From an optimization exercise on the open Yosys and OpenROAD flow, aimed at small area, a short achievable clock period and few clock cycles per item; shortcuts taken in it are not production practice.
No run shown here included a check of the RTL's function; only the layout flow was run.
Power figures rest on the tool's default switching activity, not on a simulated workload.

==> flow/design.v (outline; a module is shown in full before it is edited, if it fits) <==
// module mvuTop: 1637 lines
module mvuTop (
	input logic clk,
	input logic rst,
	input logic wWe,
	input logic [6:0] wAddr,
	input logic [3:0] wData,
	input logic aWe,
	input logic [1:0] aFold,
	input logic [15:0] aData,
	input logic runReq,
	output logic runAck,
	output logic resReq,
	input logic resAck,
	output logic [63:0] resData
);
  // ...
==> flow/flow/run.sh <==
#!/bin/bash
# The standard ORFS layout (standard.sh), with one change: synthesis maps
# adders through ABC instead of extracting them into the platform's full and
# half adder cells (ADDER_MAP_FILE empty). Everything else, including the
# registers synthesis makes, is the standard flow's.
set -euo pipefail
bash standard.sh ADDER_MAP_FILE= synth > synth.log 2>&1
bash standard.sh ADDER_MAP_FILE= finish > layout.log 2>&1
==> flow/standard.sh <==
#!/bin/bash
# synth_recipe.tcl (not shown) runs the flow's synth.tcl, then flattens the netlist and writes it again
# the make line also repeats each setting of config.mk as NAME=value (left out here)
make -C /OpenROAD-flow-scripts/flow DESIGN_CONFIG=/design/flow/config.mk WORK_HOME=/design/flow/orfs CLKGATE_MAP_FILE= SYNTH_SCRIPT=/design/flow/synth_recipe.tcl "${@:-finish}"
==> flow/config.mk <==
export PLATFORM = sky130hd
export DESIGN_NAME = mvuTop
export DESIGN_NICKNAME = mvuTop
export VERILOG_FILES = /design/flow/design.v
export SDC_FILE = /design/flow/constraint.sdc
export NUM_CORES = 4
export LEC_CHECK = 0
export CAP_MARGIN = 20
export CORE_MARGIN = 2
export CORE_UTILIZATION = 40
export SETUP_SLACK_MARGIN = 3.5
export SLEW_MARGIN = 20
export TNS_END_PERCENT = 100
==> flow/constraint.sdc <==
create_clock -name core_clock -period 6.0 [get_ports {clk}]
set_input_delay 1.2000 -clock core_clock [delete_from_list [all_inputs] [get_ports {clk}]]
set_output_delay 1.2000 -clock core_clock [all_outputs]
set_load 0.01 [all_outputs]
==> summary.md, run 1 <==
| Metric | Value |
|---|---|
| Post-route insts no fill | approximately 7000 |
| YS warnings | 11 |
| Crit Path Class | reg2reg |
| Final #Nets | ~5100 |
| DRT Pass-1 Iters | 5 |
| Final Cell Area | slightly below 70000 um2 |
| Period minus WS final | 2.91 ns |
| Switch Pwr | 9930 uW |
| Async SR Flop Fraction | 0 |
| Clock net power | approximately 6700 uW |
| Worst path slowest cell | xnor2_1 |
| Comb_multi_in | 3303 |
| TritonCTS clock tree | yes |
| Root Driver | clkbuf_16 |
| Met3 routed WL | around 10000 um |
| Clock Power Share | 0.235 |
| Top cell type's share of synthesized area | 0.350 |
| Row count | 134 |
| Worst hold start | resReq |
| CP top delay family | buffers and inverters |
| Most Used Layer, Global Route | met2 |
| VDD IR max | 0.229 mV |
| CTS Sinks | 1006 |
| Final Util | 0.518 |
| Status | finished clean |
| Total wire length | about 160000 um |
| Flop2flop setup slack | roughly 3.1 ns |
| Most frequent cells in the layout | 624 x edfxtp_1, 536 x xnor2_1, 420 x nand2_1 |
| Fillers | 11300 |
| Cts hold-fix bufs | 0 |
| Critical Path End | res[2][7] |
| CORE AREA | between 100000 and 150000 um2 |
| PwrDens | 410 nW/um2 |
| Met1 WL | slightly below 70000 um |
==> inputs of run 2 (changes only) <==
--- a/flow/config.mk
+++ b/flow/config.mk
@@ -7,7 +7,7 @@
 export LEC_CHECK = 0
 export CAP_MARGIN = 20
 export CORE_MARGIN = 2
-export CORE_UTILIZATION = 40
+export CORE_UTILIZATION = 60
 export SETUP_SLACK_MARGIN = 3.5
 export SLEW_MARGIN = 20
 export TNS_END_PERCENT = 100
==> summary.md, run 2 <==
| Metric | Value |
|---|---|
| Final setup TNS | 0 ns |
| Cts hold-fix bufs | 0 (unchanged) |
| Die height | about 300 um |
| CP top delay family | adder cells |
| Die width | slightly above 300 um |
| Clock Power Share | 0.229 (-0.006) |
| CTS Sinks | 1006 (unchanged) |
| Antenna violations before repair | 4 |
| Top cells by area, synth | edfxtp_1 35%, dfxtp_1 14%, xnor2_1 11% |
| Hold crit path type | reg2reg |
| Int Pwr | about 18000 uW |
| Final setup fails | 0 |
| Layout cells sized above 1 | 0.355 |
| Combinational Power Share | 0.435 |
| Vias in the first global route | between 30000 and 40000 |
| Max-cap violations | 0 |
| P&R area growth vs syn | 25.9% |
| Final #Nets | 5069 (-1.4%) |
| Dominant cell type by area after synthesis | edfxtp_1 |
| Total gr overflow | 0 |
| Switch Pwr | 9840 uW (-0.86%) |
| Switching portion of total power | 0.352 |
| DR WL/cell | around 26 um |
| Worst path slowest cell | dfxtp_4 |
| Final Slew Violations | 0 |
| EDFF count, synth | 624 |
| GRT Overall Usage | 0.339 |
| DR vias/cell | between 5 and 6 |
| Dpl cells | around 5700 |
| Period minus WS final | 2.99 ns (+0.0759 ns) |
| Setup ws final | ~3 ns |
| Final hold viol count | 0 |
| Top cell type's share of synthesized area | 0.350 (unchanged) |
| Slew headroom | 0.312 |
| Post-route insts no fill | 6289 (-9.7%) |
| First-pass GRT wire length | ~230000 um |
| Worst path max stage delay | 0.57 ns |
| Clock slew at reported path FFs | about 0.060 ns |
| VDD IR max | 0.312 mV (+36%) |
| Residual DRC | 0 |
| Worst-path cell chain | buf_8, buf_16, buf_12, nor2_4, xnor2_2, maj3_2, maj3_2, buf_6, xnor2_4, nor2_1, a21oi_2, maj3_1 |
| Total wire length | 162000 um (+0.30%) |
| Clock Skews | 0.0556 ns |
| Status | finished clean |
| Leakage power | 0.0245 uW |
| Vias | ~37000 |
| Tcrit/Tclk final | 0.498 |
| Flops & latches, synth | 1006 |
| Setup crit end kind | flip-flop |
| Port Buf Inserts | 100 |
| Root Driver | clkbuf_16 |
| Top FF cell, synth | edfxtp_1 |
| Post-Synthesis Cells | approximately 4500 |
| Worst EP arrival | approximately 3.5 ns |
| Fmax | 335 MHz |
| Most frequent cells in the layout | 624 x edfxtp_1, 544 x xnor2_1, 428 x nand2_1 |
| CORE AREA | 88500 um2 (-34%) |
| CTS Buffer Depth | 3 |
| H-tree levels | 3 |
| Most frequent cell after synthesis | xnor2_1 |
| IO Count | approximately 100 |
| DR iter-0 viols | approximately 3700 |
| Async SR Flop Fraction | 0 (unchanged) |
| DRT Pass-1 Iters | 25 (+20) |
| Row count | 109 (-19%) |
| Seq/Total Area, Yosys | 0.492 |
| WP buf/inv | 4 |
| Sequential share of power | 0.336 |
| Largest registers | wmem: 512 flops, wsel: 128 flops |
| Die area | between 90000 and 100000 um2 |
| Hold slack | approximately 0.5 ns |
| Routability cong. | 0.868 |
| Initial core utilization | 0.605 |
| CP most frequent cell | maj3_2 |
| Largest register FFs | ~510 |
| Cts bufs inserted | 99 |
| Synth cell types | just under 80 |
| Synth cell count leaders | 700 x xnor2_1, 624 x edfxtp_1, 471 x nand2_1 |
| Crit Path Class | reg2reg |
| Worst path required time | ~6.5 ns |
| Post-route ant nets | 0 |
| YS warnings | 11 (unchanged) |
| Post-synth net total | ~4600 |
| Total power | ~28000 uW |
| Largest Register | wmem |
| Crit path max fanout | 8 |
| RSZ-0062 raised after global routing | yes |
| PwrDens | 415 nW/um2 (+1.1%) |
| Largest net degree at the start of global routing | ~110 |
| DP Worst Slack | approximately 2.4 ns |
| Worst-margin pin slew | between 1 and 1.5 ns |
| Worst skew pair latency | slightly above 0.7 ns |
| TritonCTS clock tree | yes |
| Most common cell after layout, fill and taps aside | edfxtp_1 |
| Final HPWL DP | just under 100000 um |
| Mapped Area | between 50000 and 60000 um2 |
| Avg Inst Size Synth | approximately 12 um2 |
| Crit path launch type | flip-flop |
[run 2: cell type report]
class / instances / area [um2]
multi-input cells: 3303 / 29800
clock buffers: 138 / 2780
well taps: 1165 / 1460
flip-flops and latches: 1006 / 26700
fillers: 5586 / 21000
inverters: 83 / 340
repair buffers: 541 / 5830
clock inverters: 49 / 592
diodes: 4 / 10.0
[run 2: logic make-up after synthesis]
family / Yosys count / share of synthesized area
flip-flops: 1006 / 0.492
AND/OR/NAND/NOR: 1287 / 0.112
AO/OA/AOI/OAI: 371 / 0.0421
adder cells (fa/ha/maj): 397 / 0.0758
buffers and inverters: 235 / 0.0215
XOR/XNOR: 1046 / 0.184
multiplexers: 202 / 0.0722
[run 2: stage by stage]
step / cell area, um2 / utilization
floorplan: 54200 / -
global placement: 55900 / 0.631
detailed placement: 55900 / 0.631
CTS: 63800 / 0.721
global route: 67500 / 0.762
finish: 67500 / 0.762
[run 2: routing by layer]
layer  track usage  wire [um]  vias up
li1              -          -    16800
met4         0.111       7760        0
met2         0.541      74000     1636
met5             0          0        -
met3        0.0520      15300      358
met1         0.479      65000    18600
[run 2: path summary, 6_finish.rpt]
kind / startpoint / to / slack, ns / cells past startpoint
worst max-delay path: zacc / sAcc[1][8] / 3.01 / 12
worst min-delay path: runAck / runAck / 0.49 / 1
worst min register to register: runAck / runAck / 0.49 / 1
worst max register to register: zacc / sAcc[1][8] / 3.01 / 12
[run 2: power by group through the flow]
stage	sequential (uW)	clock, uW	combinational (uW)
after floorplan	9220	0	7230
after global placement	9520	0	8960
after detailed placement	9530	0	9090
after CTS	9340	6450	10400
after global routing	9480	6720	13000
final	9400	6400	12200
[run 2: what timing repair did]
| action | in CTS | in global routing |
|---|---|---|
| gates resized for setup | 773 | 609 |
| pin swaps | 219 | 351 |
| cloned | 17 | 6 |
| setup endpoints to repair | 535 | 355 |
| setup buffers | 258 | 133 |

[what the ideal ports hide]
How much do the figures lean on ideal ports? The routed layouts below were timed once more, with nothing changed but the port constraints.
Step 1 assumes that a clkbuf_16 drives the clock port and a buf_2 every other input.
Step 2 also shifts input and output timing later by t, the mid clock arrival at the registers, as if the neighbouring blocks saw the same clock.
Three values: ideal, step 1, step 2; two values: the first two.
run	shift t [ns]	slack for setup (ns)	cell pins on the clock port's net
run 1	0.801	3.088 / 3.088 / 2.916	1
run 2	0.754	3.012 / 3.012 / 2.839	1
After both steps setup and hold are still met in every run listed. The setup slack of run 2, which loses most, moves by 0.000 ns with the drivers and by -0.173 ns with both steps.
